From an optimization exercise on the open Yosys and OpenROAD flow, aimed at small area and a short achievable clock period; shortcuts taken in it are not production practice. The RTL was checked by simulation tests, not by an equivalence proof against the original design.

==> 03-28: inputs <==
==> flow/design.v (excerpt) <==
module servo_frontend (
	input  logic         clk1,
	input  logic         i_rst_n,
	input  logic [127:0] i_cfg,
	input  logic [32:0]  i_adc,
	input  logic [24:0]  i_dac,
	output logic [3:0]   o_afe,
	output logic [72:0]  o_filt,
	output logic [2:0]   o_spi,
	output logic         o_ldac_n,
	output logic         o_dac_credit
);
clock: 11.5 ns
lec_check: 0
abc_area: 0
cap_margin: 20
core_margin: 2
core_utilization: 60
place_density: 0.7
slew_margin: 20
synth_hierarchical: 1
synth_minimum_keep_size: 0
standard.sh (not shown) runs the stock make flow with config.mk's settings and CLKGATE_MAP_FILE= SYNTH_SCRIPT=/design/flow/synth_recipe.tcl, a recipe that flattens the netlist after the stock synthesis.
==> flow/flow/run.sh <==
#!/bin/bash
# Standard layout (the standard.sh, standard synthesis unchanged), with
# - a tighter setup target for ORFS's timing repair (repair_timing
#   -setup_margin); the clock period and constraints stay the standard flow's,
# - every input and output port buffered with a buf_2 instead of the
#   larger cell buffer_ports picks by itself.
set -euo pipefail
export SETUP_SLACK_MARGIN=6.5
export BUFFER_PORTS_ARGS="-buffer_cell sky130_fd_sc_hd__buf_2"
bash standard.sh finish > standard.log 2>&1
==> 03-06: changes against 03-28 <==
--- a/flow/design.v
+++ b/flow/design.v
@@ -148,16 +148,17 @@
 		a1_none <= ~a1_one_d;
 		a1_ntwo <= ~a1_two_d;
 		for (int j = 0; j < 9; j++) begin
 			a1_neg[j] <= i_a1[2*j+1];
 		end
 	end
 	assign x_in_n  = ~i_x;
 	assign x_cur_n = ~x_cur;
+	assign y_n     = ~y_prev;
 	logic [24:0] ay_pp0, ay_pp0_sel;
 	logic [24:0] ay_pp1, ay_pp1_sel;
 	logic [24:0] ay_pp2, ay_pp2_sel;
 	logic [24:0] ay_pp3, ay_pp3_sel;
 	logic [24:0] ay_pp4, ay_pp4_sel;
 	logic [24:0] ay_pp5, ay_pp5_sel;
 	logic [24:0] ay_pp6, ay_pp6_sel;
 	logic [24:0] ay_pp7, ay_pp7_sel;
@@ -3133,23 +3134,21 @@
 		ff0_a <= ff0_da;
 		ff0_b <= ff0_db;
 		p1_a  <= p1_da;
 		p1_b  <= p1_db;
 	end
 	always_ff @(posedge clk1) begin
 		if (!i_rst_n) begin
 			y_prev <= '0;
-			y_n    <= '1;
 			v_s2   <= 1'b0;
 		end else begin
 			v_s2 <= v_s1;
 			if (v_s1) begin
 				y_prev <= y_new;
-				y_n    <= ~y_new;
 			end
 		end
 	end
 	assign o_valid = v_s2;
 	assign o_y     = y_prev;
 endmodule
 module iir_sub24 (
 	input  logic [23:0] a,
- CORE_UTILIZATION: 60 -> 40
- CTS_BUF_LIST: not set -> sky130_fd_sc_hd__clkbuf_8
- PLACE_DENSITY: 0.7 -> not set
==> results.txt <==
	03-28	03-06
Maximum number of pins on one net before global-route repair	159	73
Cells after synthesis	5711	5599
Clk Latency, worst-skew pair	0.69 ns	0.92 ns
Total vias in the final route	52.29k	49.88k
Cell total after placement	7385	7935
Global routing met2 resource utilization	57.62%	41.15%
Design area	0.07589 sq mm	0.07454 sq mm
Path length in cells of the critical path	17	19
Run status	complete, no violations	complete, no violations
Final cell count without fillers	7772	8383
Clock root cell	clkbuf_16	clkbuf_8
Count of standard-cell rows	118	142
Post-CTS setup buffers	177	179
Non-clock buffer share of cell area	7.447%	6.622%
Worst hold path cell count	0	1
Hold_ws	0.3711 ns	0.3758 ns

* * *

==> inputs of trial 40 <==
Another version of the RTL of servo_frontend (not shown whole).
export LEC_CHECK = 0
export ABC_AREA = 0
export CAP_MARGIN = 20
export CORE_MARGIN = 2
export CORE_UTILIZATION = 40
export CTS_BUF_LIST = sky130_fd_sc_hd__clkbuf_8
export SLEW_MARGIN = 20
export SYNTH_HIERARCHICAL = 1
export SYNTH_MINIMUM_KEEP_SIZE = 0
create_clock -name core_clock -period 11.5 [get_ports {clk1}]
==> flow/flow/run.sh <==
#!/bin/bash
# Standard layout (the standard.sh, standard synthesis unchanged), with
# - a tighter setup target for ORFS's timing repair (repair_timing
#   -setup_margin); the clock period and constraints stay the standard flow's,
# - every input and output port buffered with a buf_1 instead of the
#   larger cell buffer_ports picks by itself.
set -euo pipefail
export SETUP_SLACK_MARGIN=6.2
export BUFFER_PORTS_ARGS="-buffer_cell sky130_fd_sc_hd__buf_1"
bash standard.sh finish > standard.log 2>&1
==> inputs of build 61, as changes to trial 40 <==
--- a/flow/design.v
+++ b/flow/design.v
@@ -117,17 +117,13 @@
 	logic [31:0] p1_a;
 	logic [31:0] p1_b;
 	logic [31:0] p1_da;
 	logic [31:0] p1_db;
 	logic [23:0] y_prev;
 	logic [23:0] y_n;
-	logic [23:0] y_d;
-	logic [23:0] y_other;
-	logic        s_acc;
-	logic        s_x;
-	logic        s_hold;
+	logic [23:0] y_new;
 	logic [23:0] acc_y;
 	logic        v_s1;
 	logic        v_s2;
 	assign {coef_on, coef_b0, coef_b1} = i_coef;
 	logic [18:0] a1_p;
 	logic [18:0] b0_p;
@@ -2270,36 +2266,12 @@
 	iir_xor2 u_cpa_n489 (.a(cpa_hs55), .b(cpa_n460), .y(cpa_n489));
 	iir_xor2 u_cpa_n490 (.a(cpa_hs56), .b(cpa_n462), .y(cpa_n490));
 	iir_xor2 u_cpa_n491 (.a(cpa_hs57), .b(cpa_n464), .y(cpa_n491));
 	iir_xor2 u_cpa_n492 (.a(cpa_hs58), .b(cpa_n466), .y(cpa_n492));
 	iir_xor2 u_cpa_n493 (.a(cpa_n1), .b(cpa_n468), .y(cpa_n493));
 	assign acc_y = {cpa_n493, cpa_n492, cpa_n491, cpa_n490, cpa_n489, cpa_n488, cpa_n487, cpa_n486, cpa_n485, cpa_n484, cpa_n483, cpa_n482, cpa_n481, cpa_n480, cpa_n479, cpa_n478, cpa_n477, cpa_n476, cpa_n475, cpa_n474, cpa_n473, cpa_n472, cpa_n471, cpa_n470};
-	iir_ao21 u_yd0 (.a1(acc_y[0]), .a2(s_acc), .b(y_other[0]), .y(y_d[0]));
-	iir_ao21 u_yd1 (.a1(acc_y[1]), .a2(s_acc), .b(y_other[1]), .y(y_d[1]));
-	iir_ao21 u_yd2 (.a1(acc_y[2]), .a2(s_acc), .b(y_other[2]), .y(y_d[2]));
-	iir_ao21 u_yd3 (.a1(acc_y[3]), .a2(s_acc), .b(y_other[3]), .y(y_d[3]));
-	iir_ao21 u_yd4 (.a1(acc_y[4]), .a2(s_acc), .b(y_other[4]), .y(y_d[4]));
-	iir_ao21 u_yd5 (.a1(acc_y[5]), .a2(s_acc), .b(y_other[5]), .y(y_d[5]));
-	iir_ao21 u_yd6 (.a1(acc_y[6]), .a2(s_acc), .b(y_other[6]), .y(y_d[6]));
-	iir_ao21 u_yd7 (.a1(acc_y[7]), .a2(s_acc), .b(y_other[7]), .y(y_d[7]));
-	iir_ao21 u_yd8 (.a1(acc_y[8]), .a2(s_acc), .b(y_other[8]), .y(y_d[8]));
-	iir_ao21 u_yd9 (.a1(acc_y[9]), .a2(s_acc), .b(y_other[9]), .y(y_d[9]));
-	iir_ao21 u_yd10 (.a1(acc_y[10]), .a2(s_acc), .b(y_other[10]), .y(y_d[10]));
-	iir_ao21 u_yd11 (.a1(acc_y[11]), .a2(s_acc), .b(y_other[11]), .y(y_d[11]));
-	iir_ao21 u_yd12 (.a1(acc_y[12]), .a2(s_acc), .b(y_other[12]), .y(y_d[12]));
-	iir_ao21 u_yd13 (.a1(acc_y[13]), .a2(s_acc), .b(y_other[13]), .y(y_d[13]));
-	iir_ao21 u_yd14 (.a1(acc_y[14]), .a2(s_acc), .b(y_other[14]), .y(y_d[14]));
-	iir_ao21 u_yd15 (.a1(acc_y[15]), .a2(s_acc), .b(y_other[15]), .y(y_d[15]));
-	iir_ao21 u_yd16 (.a1(acc_y[16]), .a2(s_acc), .b(y_other[16]), .y(y_d[16]));
-	iir_ao21 u_yd17 (.a1(acc_y[17]), .a2(s_acc), .b(y_other[17]), .y(y_d[17]));
-	iir_ao21 u_yd18 (.a1(acc_y[18]), .a2(s_acc), .b(y_other[18]), .y(y_d[18]));
-	iir_ao21 u_yd19 (.a1(acc_y[19]), .a2(s_acc), .b(y_other[19]), .y(y_d[19]));
-	iir_ao21 u_yd20 (.a1(acc_y[20]), .a2(s_acc), .b(y_other[20]), .y(y_d[20]));
-	iir_ao21 u_yd21 (.a1(acc_y[21]), .a2(s_acc), .b(y_other[21]), .y(y_d[21]));
-	iir_ao21 u_yd22 (.a1(acc_y[22]), .a2(s_acc), .b(y_other[22]), .y(y_d[22]));
-	iir_ao21 u_yd23 (.a1(acc_y[23]), .a2(s_acc), .b(y_other[23]), .y(y_d[23]));
 	iir_bsel0 u_bx_pp0_s0 (.none(b0_none[0]), .nm(x_in_n[0]), .sel(bx_pp0_sel[0]));
 	iir_bx u_bx_pp0_x0 (.sel(bx_pp0_sel[0]), .neg(coef_b0[1]), .pp(bx_pp0[0]));
 	iir_bsel u_bx_pp0_s1 (.none(b0_none[0]), .ntwo(b0_ntwo[0]), .nm(x_in_n[1]), .nm1(x_in_n[0]), .sel(bx_pp0_sel[1]));
 	iir_bx u_bx_pp0_x1 (.sel(bx_pp0_sel[1]), .neg(coef_b0[1]), .pp(bx_pp0[1]));
 	iir_bsel u_bx_pp0_s2 (.none(b0_none[0]), .ntwo(b0_ntwo[0]), .nm(x_in_n[2]), .nm1(x_in_n[1]), .sel(bx_pp0_sel[2]));
 	iir_bx u_bx_pp0_x2 (.sel(bx_pp0_sel[2]), .neg(coef_b0[1]), .pp(bx_pp0[2]));
@@ -3143,16 +3115,13 @@
 	iir_fa u_p1t_fa472 (.a(p1t_hc86), .b(p1t_s446), .c(p1t_c445), .s(p1t_s472), .co(p1t_c472));
 	iir_fa u_p1t_fa473 (.a(p1m_pp8[12]), .b(p1t_hs90), .c(p1t_c446), .s(p1t_s473), .co(p1t_c473));
 	iir_fa u_p1t_fa474 (.a(p1m_pp7[15]), .b(p1m_pp8[13]), .c(p1t_hc90), .s(p1t_s474), .co(p1t_c474));
 	iir_ha u_p1t_ha93 (.a(p1m_pp7[16]), .b(p1m_pp8[14]), .s(p1t_hs93), .co(p1t_hc93));
 	assign p1_da = {p1m_pp8[15], p1t_hs93, p1t_s474, p1t_s473, p1t_s472, p1t_s471, p1t_s470, p1t_s469, p1t_s468, p1t_s467, p1t_s466, p1t_s465, p1t_s464, p1t_s463, p1t_s462, p1t_s461, p1t_s460, p1t_s459, p1t_s458, p1t_s457, p1t_s456, p1t_s455, p1t_s454, p1t_s453, p1t_s452, p1t_s451, p1t_s450, p1t_s449, p1t_s448, p1t_s447, p1t_hs92, p1t_hs91};
 	assign p1_db = {p1t_hc93, p1t_c474, p1t_c473, p1t_c472, p1t_c471, p1t_c470, p1t_c469, p1t_c468, p1t_c467, p1t_c466, p1t_c465, p1t_c464, p1t_c463, p1t_c462, p1t_c461, p1t_c460, p1t_c459, p1t_c458, p1t_c457, p1t_c456, p1t_c455, p1t_c454, p1t_c453, p1t_c452, p1t_c451, p1t_c450, p1t_c449, p1t_c448, p1t_c447, p1t_hc92, p1t_hc91, i_a1[9]};
-	assign s_acc   = i_rst_n & v_s1 & coef_on;
-	assign s_x     = i_rst_n & v_s1 & ~coef_on;
-	assign s_hold  = i_rst_n & ~v_s1;
-	assign y_other = ({x_cur, 8'b0} & {24{s_x}}) | (y_prev & {24{s_hold}});
+	assign y_new = coef_on ? acc_y : {x_cur, 8'b0};
 	always_ff @(posedge clk1) begin
 		if (!i_rst_n) begin
 			x_cur <= '0;
 			v_s1  <= 1'b0;
 		end else begin
 			v_s1 <= i_valid;
@@ -3165,17 +3134,20 @@
 		ff0_a <= ff0_da;
 		ff0_b <= ff0_db;
 		p1_a  <= p1_da;
 		p1_b  <= p1_db;
 	end
 	always_ff @(posedge clk1) begin
-		y_prev <= y_d;
 		if (!i_rst_n) begin
-			v_s2 <= 1'b0;
+			y_prev <= '0;
+			v_s2   <= 1'b0;
 		end else begin
 			v_s2 <= v_s1;
+			if (v_s1) begin
+				y_prev <= y_new;
+			end
 		end
 	end
 	assign o_valid = v_s2;
 	assign o_y     = y_prev;
 endmodule
 module iir_sub24 (
@@ -3486,15 +3458,12 @@
 	input  logic sel,
 	input  logic neg,
 	output logic pp
 );
 	assign pp = ~(sel ^ neg);
 endmodule
-module iir_ao21 (input logic a1, input logic a2, input logic b, output logic y);
-	assign y = (a1 & a2) | b;
-endmodule
 module iir_aoi21 (input logic a1, input logic a2, input logic b, output logic y);
 	assign y = ~(b | (a1 & a2));
 endmodule
 module iir_oai21 (input logic a1, input logic a2, input logic b, output logic y);
 	assign y = ~(b & (a1 | a2));
 endmodule
@@ -3599,30 +3568,33 @@
 	output logic                             o_ldac_n
 );
 	localparam int PTR_W  = (servo_pkg::DAC_CREDITS > 1) ? $clog2(servo_pkg::DAC_CREDITS) : 1;
 	localparam int FILL_W = $clog2(servo_pkg::DAC_CREDITS + 1);
 	localparam int HALF_W = (servo_pkg::SCK_HALF > 1) ? $clog2(servo_pkg::SCK_HALF) : 1;
 	localparam int BIT_W  = $clog2(servo_pkg::DAC_FRAME_W);
-	localparam int CNT_W  = BIT_W + 1 + HALF_W;
-	localparam logic [CNT_W-1:0] CNT_LAST = {BIT_W'(servo_pkg::DAC_FRAME_W - 1), 1'b1, HALF_W'(servo_pkg::SCK_HALF - 1)};
+	localparam logic [1:0] ST_IDLE  = 2'd0;
+	localparam logic [1:0] ST_SHIFT = 2'd1;
+	localparam logic [1:0] ST_LOAD  = 2'd2;
 	logic [servo_pkg::DAC_DATA_W-1:0]  buf_mem [servo_pkg::DAC_CREDITS];
 	logic [PTR_W-1:0]                  wr_ptr;
 	logic [PTR_W-1:0]                  rd_ptr;
 	logic [FILL_W-1:0]                 fill;
 	logic                              push;
 	logic                              pop;
-	logic                              cs_n_q;
-	logic                              load_q;
-	logic [CNT_W-1:0]                  cnt;
+	logic [1:0]                        state;
 	logic [servo_pkg::DAC_FRAME_W-1:0] shreg;
-	logic                              shift;
+	logic [HALF_W-1:0]                 half_cnt;
+	logic [BIT_W-1:0]                  bit_cnt;
+	logic                              half_end;
+	logic                              cs_n_q;
+	logic                              sck_q;
 	logic                              ldac_n_q;
 	logic                              credit_q;
-	assign push  = i_dac[servo_pkg::SIG_W];
-	assign pop   = cs_n_q && !load_q && (fill != '0);
-	assign shift = !cs_n_q && (cnt[HALF_W:0] == {1'b1, HALF_W'(servo_pkg::SCK_HALF - 1)}) && (cnt != CNT_LAST);
+	assign push     = i_dac[servo_pkg::SIG_W];
+	assign pop      = (state == ST_IDLE) && (fill != '0);
+	assign half_end = (half_cnt == HALF_W'(servo_pkg::SCK_HALF - 1));
 	always_ff @(posedge clk1) begin
 		if (push) begin
 			buf_mem[wr_ptr] <= i_dac[servo_pkg::SIG_W-1 -: servo_pkg::DAC_DATA_W];
 		end
 	end
 	always_ff @(posedge clk1) begin
@@ -3643,43 +3615,63 @@
 				default: fill <= fill;
 			endcase
 		end
 	end
 	always_ff @(posedge clk1) begin
 		if (!i_rst_n) begin
+			state    <= ST_IDLE;
+			shreg    <= '0;
+			half_cnt <= '0;
+			bit_cnt  <= '0;
 			cs_n_q   <= 1'b1;
-			load_q   <= 1'b0;
-			cnt      <= '0;
+			sck_q    <= 1'b0;
 			ldac_n_q <= 1'b1;
 			credit_q <= 1'b0;
 		end else begin
-			credit_q <= pop;
-			ldac_n_q <= !load_q;
-			load_q   <= 1'b0;
-			if (pop) begin
-				cs_n_q <= 1'b0;
-				cnt    <= '0;
-			end else if (!cs_n_q) begin
-				if (cnt == CNT_LAST) begin
-					cs_n_q <= 1'b1;
-					load_q <= 1'b1;
-					cnt    <= '0;
-				end else begin
-					cnt <= cnt + 1'b1;
+			credit_q <= 1'b0;
+			ldac_n_q <= 1'b1;
+			case (state)
+				ST_IDLE: begin
+					if (pop) begin
+						shreg    <= {servo_pkg::DAC_HDR, buf_mem[rd_ptr]};
+						credit_q <= 1'b1;
+						cs_n_q   <= 1'b0;
+						sck_q    <= 1'b0;
+						half_cnt <= '0;
+						bit_cnt  <= '0;
+						state    <= ST_SHIFT;
+					end
 				end
-			end
-		end
-	end
-	always_ff @(posedge clk1) begin
-		if (pop) begin
-			shreg <= {servo_pkg::DAC_HDR, buf_mem[rd_ptr]};
-		end else if (shift) begin
-			shreg <= {shreg[servo_pkg::DAC_FRAME_W-2:0], 1'b0};
+				ST_SHIFT: begin
+					if (!half_end) begin
+						half_cnt <= half_cnt + 1'b1;
+					end else begin
+						half_cnt <= '0;
+						if (!sck_q) begin
+							sck_q <= 1'b1;
+						end else begin
+							sck_q <= 1'b0;
+							if (bit_cnt == BIT_W'(servo_pkg::DAC_FRAME_W - 1)) begin
+								cs_n_q <= 1'b1;
+								state  <= ST_LOAD;
+							end else begin
+								bit_cnt <= bit_cnt + 1'b1;
+								shreg   <= {shreg[servo_pkg::DAC_FRAME_W-2:0], 1'b0};
+							end
+						end
+					end
+				end
+				ST_LOAD: begin
+					ldac_n_q <= 1'b0;
+					state    <= ST_IDLE;
+				end
+				default: state <= ST_IDLE;
+			endcase
 		end
 	end
-	assign o_spi      = {cs_n_q, cnt[HALF_W], shreg[servo_pkg::DAC_FRAME_W-1]};
+	assign o_spi      = {cs_n_q, sck_q, shreg[servo_pkg::DAC_FRAME_W-1]};
 	assign o_ldac_n   = ldac_n_q;
 	assign o_credit   = credit_q;
 endmodule
 `default_nettype wire
 `timescale 1ns/100ps
 `default_nettype none
==> flow/flow/run.sh (replaced) <==
#!/bin/bash
# Standard layout, with a tighter setup target for ORFS's timing repair
# (repair_timing -setup_margin): the clock period and constraints are the standard flow's.
set -euo pipefail
export SETUP_SLACK_MARGIN=6.5
bash standard.sh finish > standard.log 2>&1
- CTS_BUF_LIST: sky130_fd_sc_hd__clkbuf_8 -> default
==> impl_results.md <==
* Metal2 WL at roughly 93,000 um
* Via/cell ratio at ~5.9
* Fmax at roughly 190 MHz
* Worst Path Max Fanout at 13
* Routed via count at approximately 48,000
* CP max stage delay at between 0.6 and 0.7 ns
* Die W at ~390 um
* # nets final at approximately 7,500
* Fillers at roughly 14,000
* Status: no timing/DRC/antenna violations
* Clkbuf count at roughly 140
* CP max-delay cell: fa_2
* Tcrit/Tclk final at 0.458
* Required @ worst endpoint at 12.23 ns
# the run above: trial 40

==> impl_results.md <==
* # nets final at between 7,000 and 8,000
* Fillers at approximately 13,000
* Metal2 WL at roughly 94,000 um
* CP max stage delay at about 0.56 ns
* Die W at 393 um
* Routed via count at between 40,000 and 50,000
* Fmax at roughly 190 MHz
* Clkbuf count at 89
* Required @ worst endpoint at between 10 and 15 ns
* CP max-delay cell: fa_1
* Tcrit/Tclk final at 0.464
* Via/cell ratio at between 5 and 6
* Status: no timing/DRC/antenna violations
# the run above: build 61

==> port drivers added, routing unchanged <==
In the flow no input, the clock included, has a driving cell. The finished layouts below were timed again as built, in two steps.
Step 1 assumes that a clkbuf_16 drives the clock port and a buf_2 every other input.
Step 2 adds t to the input delays and takes it off the output delays; t is the mean of the earliest and latest rising clock arrival at the registers after step 1. Input paths then give back, and output paths get back, about the clock's delay inside the block.
Slacks: no drivers / after step 1 / after step 2; pairs: no drivers / after step 1.
| run | shift t [ns] | setup slack, ns | worst hold slack (ns) | pins driven straight from the clock port |
|---|---|---|---|---|
| 03-28 | 0.748 | 6.066 / 6.066 / 5.868 | 0.371 / 0.371 / 0.371 | 1 |
| 03-06 | 0.945 | 6.199 / 6.199 / 5.866 | 0.376 / 0.376 / 0.376 | 1 |
| trial 40 | 0.942 | 6.235 / 6.235 / 5.686 | 0.391 / 0.391 / 0.391 | 1 |
| build 61 | 0.772 | 6.164 / 6.164 / 5.850 | 0.383 / 0.383 / 0.383 | 1 |
After both steps setup and hold are still met in every run listed. The setup slack of trial 40, which loses most, moves by 0.000 ns with the drivers and by -0.549 ns with both steps.
